What follows belongs to an exercise in optimizing a design on an open flow for small area; a production flow would make more cautious choices.
Only simulation tests tie the RTL to the original design; equivalence was not proved.
Power and IR drop assume default switching activity.

Setup of main:
==> flow/design.v <==
`default_nettype none
package wdbp_pkg;
	localparam int WORD_W  = 32;
	localparam int BYTE_W  = 8;
	localparam int COUNT_W = 16;
	localparam int POS_W   = 5;
	localparam int CFG_IDX_W = 2;
	typedef logic [CFG_IDX_W-1:0] cfg_idx_t;
	localparam cfg_idx_t CFG_BYTE_SWAPPED = 2'd0;
	localparam cfg_idx_t CFG_QUERY_BEGIN  = 2'd1;
	localparam cfg_idx_t CFG_QUERY_END    = 2'd2;
	typedef enum logic [1:0] {
		KIND_NONE = 2'd0,
		KIND_BED  = 2'd1,
		KIND_VAR  = 2'd2,
		KIND_FIX  = 2'd3
	} kind_t;
endpackage
`default_nettype wire
`default_nettype none
import wdbp_pkg::*;
module wdbp_window (
	input  wire logic              clk,
	input  wire logic [WORD_W-1:0] lo,
	input  wire logic [WORD_W-1:0] hi,
	input  wire logic [WORD_W-1:0] a,
	input  wire logic [WORD_W-1:0] b,
	output logic                   below,
	output logic                   above
);
	localparam int HALF = WORD_W / 2;
	logic below_lo_q;
	logic above_lo_q;
	function automatic logic less(input logic [WORD_W-1:0] x, input logic [WORD_W-1:0] y,
		input logic c_in, input int lsb, input int msb, input logic signed_top);
		logic c;
		c = c_in;
		for (int i = lsb; i < msb; i++) begin
			if (signed_top && i == WORD_W - 1) begin
				c = (x[i] && !y[i]) || ((x[i] || !y[i]) && c);
			end else begin
				c = (!x[i] && y[i]) || ((!x[i] || y[i]) && c);
			end
		end
		less = c;
	endfunction
	always_ff @(posedge clk) begin
		below_lo_q <= less(hi, a, 1'b0, 0, HALF, 1'b0);
		above_lo_q <= less(b, lo, 1'b0, 0, HALF, 1'b0);
	end
	always_comb begin
		below = less(hi, a, below_lo_q, HALF, WORD_W, 1'b1);
		above = less(b, lo, above_lo_q, HALF, WORD_W, 1'b1);
	end
endmodule
`default_nettype wire
`default_nettype none
import wdbp_pkg::*;
module wig_data_block_parser (
	input  wire logic              clk,
	input  wire logic              arst_n,
	input  wire logic              in_valid,
	output wire logic              in_ready,
	input  wire logic [BYTE_W-1:0] in_data,
	input  wire logic              in_last,
	output wire logic              row_valid,
	input  wire logic              row_ready,
	output wire logic [WORD_W-1:0] row_start,
	output wire logic [WORD_W-1:0] row_end,
	output wire logic [WORD_W-1:0] row_value,
	output wire logic [WORD_W-1:0] row_chrom,
	output wire logic              row_bad,
	output wire logic              row_final,
	input  wire logic              cfg_valid,
	output wire logic              cfg_ready,
	input  wire logic [CFG_IDX_W-1:0] cfg_addr,
	input  wire logic [WORD_W-1:0] cfg_wdata
);
	logic               swap_q;
	logic               qb_sign_q;
	logic [WORD_W-1:0]  qb_q;
	logic               qe_sign_q;
	logic [WORD_W-1:0]  qe_q;
	logic [POS_W-1:0]   pos_q;
	logic               in_header_q;
	wdbp_pkg::kind_t    kind_q;
	logic               missed_q;
	logic [COUNT_W-1:0] left_q;
	logic [WORD_W-1:0]  chrom_q;
	logic [WORD_W-1:0]  start_q;
	logic [WORD_W-1:0]  end_q;
	logic [WORD_W-1:0]  inc_q;
	logic [WORD_W-1:0]  value_q;
	logic               out_valid_q;
	logic               empty_q;
	logic               empty_sel_q;
	logic [1:0]         empty_wait_q;
	logic               accept;
	logic               hdr_take;
	logic               rec_take;
	logic               active_rec;
	logic               row_done;
	logic               hdr_done;
	logic               clear_pos;
	logic [3:0]         lane_en;
	logic [3:0]         lane_clr;
	logic [2:0]         field;
	logic [BYTE_W-1:0]  din;
	logic [WORD_W-1:0]  din_w;
	logic [WORD_W-1:0]  sum;
	logic               bus_sum;
	logic [WORD_W-1:0]  bus;
	logic [WORD_W-1:0]  lo;
	logic [WORD_W-1:0]  hi;
	logic               below;
	logic               above;
	logic               cfg_qb;
	logic               cfg_qe;
	logic               is_bed;
	logic               is_var;
	logic               is_fix;
	logic               is_none;
	logic               left_zero;
	wdbp_pkg::kind_t    kind_dec;
	localparam int ADD_BLK = 5;
	function automatic logic [WORD_W-1:0] add_ci(input logic [WORD_W-1:0] x,
		input logic [WORD_W-1:0] y);
		logic c;
		logic cb;
		logic ones;
		logic [WORD_W-1:0] s0;
		cb = 1'b0;
		for (int b = 0; b < WORD_W; b += ADD_BLK) begin
			c = 1'b0;
			for (int i = b; i < b + ADD_BLK && i < WORD_W; i++) begin
				s0[i] = x[i] ^ y[i] ^ c;
				c = (x[i] & y[i]) | (c & (x[i] ^ y[i]));
			end
			ones = 1'b1;
			for (int i = b; i < b + ADD_BLK && i < WORD_W; i++) begin
				add_ci[i] = s0[i] ^ (cb & ones);
				ones = ones & s0[i];
			end
			cb = c | (cb & ones);
		end
	endfunction
	assign in_ready  = !out_valid_q || row_ready;
	assign accept    = in_valid && in_ready;
	assign cfg_ready = 1'b1;
	always_comb begin
		is_bed  = (kind_q == KIND_BED);
		is_var  = (kind_q == KIND_VAR);
		is_fix  = (kind_q == KIND_FIX);
		is_none = (kind_q == KIND_NONE);
		left_zero  = (left_q == '0);
		active_rec = !in_header_q && !is_none && !left_zero;
		hdr_take   = accept && in_header_q;
		rec_take   = accept && active_rec;
		hdr_done   = in_header_q && (pos_q == POS_W'(23));
		clear_pos  = in_header_q && (pos_q == POS_W'(21));
		row_done   = active_rec && ((is_bed && pos_q == POS_W'(11)) ||
			(is_var && pos_q == POS_W'(7)) || (is_fix && pos_q[1:0] == 2'd3));
		field = pos_q[4:2];
		for (int g = 0; g < 4; g++) begin
			lane_en[g] = ((swap_q ? ~pos_q[1:0] : pos_q[1:0]) == 2'(g));
		end
		lane_clr = lane_en | {4{clear_pos}};
		din   = clear_pos ? '0 : in_data;
		din_w = {4{din}};
		if (in_data[BYTE_W-1:2] == '0 && in_data[1:0] != 2'd0) begin
			kind_dec = wdbp_pkg::kind_t'(in_data[1:0]);
		end else begin
			kind_dec = KIND_NONE;
		end
		sum = add_ci(pos_q[0] ? end_q : start_q, ~inc_q);
		bus_sum = in_header_q ? (pos_q == POS_W'(22)) : (!is_bed && pos_q[4:1] == 4'd2);
		cfg_qb = cfg_valid && cfg_addr == CFG_QUERY_BEGIN;
		cfg_qe = cfg_valid && cfg_addr == CFG_QUERY_END;
		bus = bus_sum ? sum : (cfg_valid ? cfg_wdata : din_w);
		lo = {qb_sign_q & !qb_q[WORD_W-1], ~qb_q[WORD_W-2:0]};
		hi = {qe_sign_q & !qe_q[WORD_W-1], ~qe_q[WORD_W-2:0]};
	end
	wdbp_window u_window (
		.clk   (clk),
		.lo    (lo),
		.hi    (hi),
		.a     (start_q),
		.b     (end_q),
		.below (below),
		.above (above)
	);
	always_ff @(posedge clk or negedge arst_n) begin
		if (!arst_n) begin
			swap_q      <= 1'b0;
			qb_sign_q   <= 1'b1;
			qe_sign_q   <= 1'b1;
			pos_q       <= '0;
			in_header_q <= 1'b1;
			out_valid_q <= 1'b0;
		end else begin
			if (cfg_valid) begin
				unique case (cfg_addr)
					CFG_BYTE_SWAPPED: swap_q <= cfg_wdata[0];
					CFG_QUERY_BEGIN:  qb_sign_q <= cfg_wdata[WORD_W-1];
					CFG_QUERY_END:    qe_sign_q <= cfg_wdata[WORD_W-1];
					default: ;
				endcase
			end
			if (accept) begin
				if (in_last) begin
					in_header_q <= 1'b1;
					pos_q       <= '0;
				end else if (in_header_q) begin
					if (hdr_done) begin
						in_header_q <= 1'b0;
						pos_q       <= '0;
					end else begin
						pos_q <= pos_q + 1'b1;
					end
				end else if (active_rec) begin
					if (row_done) begin
						pos_q <= is_fix ? POS_W'(4) : '0;
					end else begin
						pos_q <= pos_q + 1'b1;
					end
				end
			end
			if (accept && ((hdr_done && is_none) || (row_done && !missed_q && !below && !above))) begin
				out_valid_q <= 1'b1;
			end else if (row_ready) begin
				out_valid_q <= 1'b0;
			end
		end
	end
	always_ff @(posedge clk) begin
		for (int g = 0; g < 4; g++) begin
			if (cfg_qb || (hdr_take && field == 3'd1 && qb_sign_q && lane_en[g])) begin
				qb_q[8*g +: 8] <= ~bus[8*g +: 8];
			end
			if (cfg_qe || (hdr_take && field == 3'd2 && qe_sign_q && lane_en[g])) begin
				qe_q[8*g +: 8] <= ~bus[8*g +: 8];
			end
		end
		if (hdr_take && pos_q == POS_W'(20)) kind_q <= kind_dec;
		if (hdr_take && pos_q == POS_W'(16)) begin
			missed_q <= below || above || (empty_q && !qb_sign_q && !qe_sign_q);
		end
		if (cfg_qb || cfg_qe) begin
			empty_sel_q  <= cfg_qe;
			empty_wait_q <= 2'd2;
		end else if (empty_wait_q != 2'd0) begin
			empty_wait_q <= empty_wait_q - 1'b1;
		end
		if (!(cfg_qb || cfg_qe) && empty_wait_q == 2'd1) begin
			empty_q <= empty_sel_q ? above : below;
		end
		for (int g = 0; g < 4; g++) begin
			if (hdr_take && field == 3'd0 && lane_en[g]) chrom_q[8*g +: 8] <= din_w[8*g +: 8];
		end
		if (hdr_take && pos_q[4:1] == 4'd11) begin
			if (pos_q[0] ^ swap_q) left_q[15:8] <= din;
			else left_q[7:0] <= din;
		end else if (rec_take && row_done) begin
			left_q <= left_q - 1'b1;
		end
		for (int g = 0; g < 4; g++) begin
			if (cfg_qb || (rec_take && is_fix && pos_q == POS_W'(4)) ||
					(lane_clr[g] && ((hdr_take && field == 3'd1) || (hdr_take && clear_pos && !is_fix) ||
					(rec_take && !is_fix && field == 3'd0)))) begin
				start_q[8*g +: 8] <= bus[8*g +: 8];
			end
		end
		for (int g = 0; g < 4; g++) begin
			if (cfg_qe || (hdr_take && is_fix && pos_q == POS_W'(22)) ||
					(rec_take && is_var && pos_q == POS_W'(4)) ||
					(rec_take && is_fix && pos_q == POS_W'(5)) ||
					(lane_clr[g] && ((hdr_take && field == 3'd2) ||
					(hdr_take && clear_pos && !is_fix) || (rec_take && is_bed && field == 3'd1)))) begin
				end_q[8*g +: 8] <= bus[8*g +: 8];
			end
		end
		if (hdr_take && is_fix && pos_q == POS_W'(22)) begin
			inc_q <= ~value_q;
		end else begin
			for (int g = 0; g < 4; g++) begin
				if (lane_en[g] && hdr_take && field == 3'd4) inc_q[8*g +: 8] <= ~din_w[8*g +: 8];
			end
		end
		for (int g = 0; g < 4; g++) begin
			if (lane_clr[g] && ((hdr_take && clear_pos && !is_fix) || (hdr_take && field == 3'd3) ||
					(rec_take && ((is_bed && field == 3'd2) || (is_var && field == 3'd1) || is_fix)))) begin
				value_q[8*g +: 8] <= din_w[8*g +: 8];
			end
		end
	end
	assign row_valid = out_valid_q;
	assign row_start = start_q;
	assign row_end   = end_q;
	assign row_value = value_q;
	assign row_chrom = chrom_q;
	assign row_bad   = is_none;
	assign row_final = left_zero && !is_none;
endmodule
`default_nettype wire
clock: 8.0 ns
lec_check: 0
cap_margin: 20
core_margin: 2
core_utilization: 40
slew_margin: 20
standard.sh (not shown) runs the stock make flow with config.mk's settings and CLKGATE_MAP_FILE= SYNTH_SCRIPT=/design/flow/synth_recipe.tcl, a recipe that flattens the netlist after the stock synthesis.
==> flow/flow/run.sh <==
#!/bin/bash
# The standard layout (standard.sh) with two changes that only affect buffering:
#  - the port buffers are the smallest buffer cell (buf_1) instead of the resizer's default;
#  - clock tree synthesis uses clkbuf_4 in clusters of at most 8 sinks and inserts no dummy
#    loads.
set -euo pipefail
bash standard.sh \
  "BUFFER_PORTS_ARGS=-buffer_cell sky130_fd_sc_hd__buf_1" \
  "CTS_ARGS=-sink_clustering_enable -repair_clock_nets -buf_list sky130_fd_sc_hd__clkbuf_4 -sink_clustering_size 8 -sink_clustering_max_diameter 50 -dont_use_dummy_load" \
  finish > standard_make.log 2>&1
Input-level comparison between the feature branch and main:
diff --git a/flow/design.v b/flow/design.v
--- a/flow/design.v
+++ b/flow/design.v
@@ -173,5 +173,5 @@
 			kind_dec = KIND_NONE;
 		end
-		sum = add_ci(pos_q[0] ? end_q : start_q, ~inc_q);
+		sum = add_ci(pos_q[0] ? end_q : start_q, inc_q);
 		bus_sum = in_header_q ? (pos_q == POS_W'(22)) : (!is_bed && pos_q[4:1] == 4'd2);
 		cfg_qb = cfg_valid && cfg_addr == CFG_QUERY_BEGIN;
@@ -234,10 +234,16 @@
 	end
 	always_ff @(posedge clk) begin
-		for (int g = 0; g < 4; g++) begin
-			if (cfg_qb || (hdr_take && field == 3'd1 && qb_sign_q && lane_en[g])) begin
-				qb_q[8*g +: 8] <= ~bus[8*g +: 8];
+		if (cfg_valid && cfg_addr == CFG_QUERY_BEGIN) begin
+			qb_q <= ~cfg_wdata;
+		end else if (hdr_take && field == 3'd1 && qb_sign_q) begin
+			for (int g = 0; g < 4; g++) begin
+				if (lane_en[g]) qb_q[8*g +: 8] <= ~din_w[8*g +: 8];
 			end
-			if (cfg_qe || (hdr_take && field == 3'd2 && qe_sign_q && lane_en[g])) begin
-				qe_q[8*g +: 8] <= ~bus[8*g +: 8];
+		end
+		if (cfg_valid && cfg_addr == CFG_QUERY_END) begin
+			qe_q <= ~cfg_wdata;
+		end else if (hdr_take && field == 3'd2 && qe_sign_q) begin
+			for (int g = 0; g < 4; g++) begin
+				if (lane_en[g]) qe_q[8*g +: 8] <= ~din_w[8*g +: 8];
 			end
 		end
@@ -281,8 +287,8 @@
 		end
 		if (hdr_take && is_fix && pos_q == POS_W'(22)) begin
-			inc_q <= ~value_q;
+			inc_q <= value_q;
 		end else begin
 			for (int g = 0; g < 4; g++) begin
-				if (lane_en[g] && hdr_take && field == 3'd4) inc_q[8*g +: 8] <= ~din_w[8*g +: 8];
+				if (lane_en[g] && hdr_take && field == 3'd4) inc_q[8*g +: 8] <= din_w[8*g +: 8];
 			end
 		end
## What came out
- Summary of the feature branch over main: final worst-path setup slack went up 0.18 ns, timing-limited maximum frequency has increased.
- Both conditions hold for the feature branch: the flow ran to the end and the final layout passed the timing, design-rule and antenna checks.
- main → the feature branch: first-iteration DRC count now larger; area growth from synthesis to layout shows a reduction of 0.61 points; share of post-route cells with drive strength above 1 decreased 2.4 points; total area of multi-input combinational cells increased by about 7% relative to the old numbers; final weighted congestion of routability-driven global placement shows an increase of 6.1%.
- Compared with main, the feature branch instantiates a larger number of cells.
- The feature branch vs. main: multi-input gate share of total cell area now larger, proportion of power drawn by the clock network neither gained nor lost much.
- Highest metal layer used by the detailed router: met4 -> the feature branch, met5 -> main

## port drivers added, routing unchanged
The results above use ideal ports. As a check the final layouts listed here were re-extracted and re-timed, cells and wires unchanged. Step 1, drivers: a clkbuf_16 drives clk and a buf_2 each remaining input, both assumed. Step 2 adds t to the input delays and takes it off the output delays; t is the mean of the earliest and latest rising clock arrival at the registers after step 1. Input paths then give back, and output paths get back, about the clock's delay inside the block. Three values: ideal ports, drivers, drivers and shift; two values: the first two.
| run | shift t [ns] | slack for setup (ns) | slew at the worst register clock pin (ns) |
|---|---|---|---|
| main | 0.644 | 2.108 / 2.108 / 2.108 | 0.10 / 0.10 |
| the feature branch | 0.692 | 2.291 / 2.291 / 2.291 | 0.10 / 0.10 |
After both steps every run listed still meets setup and hold.
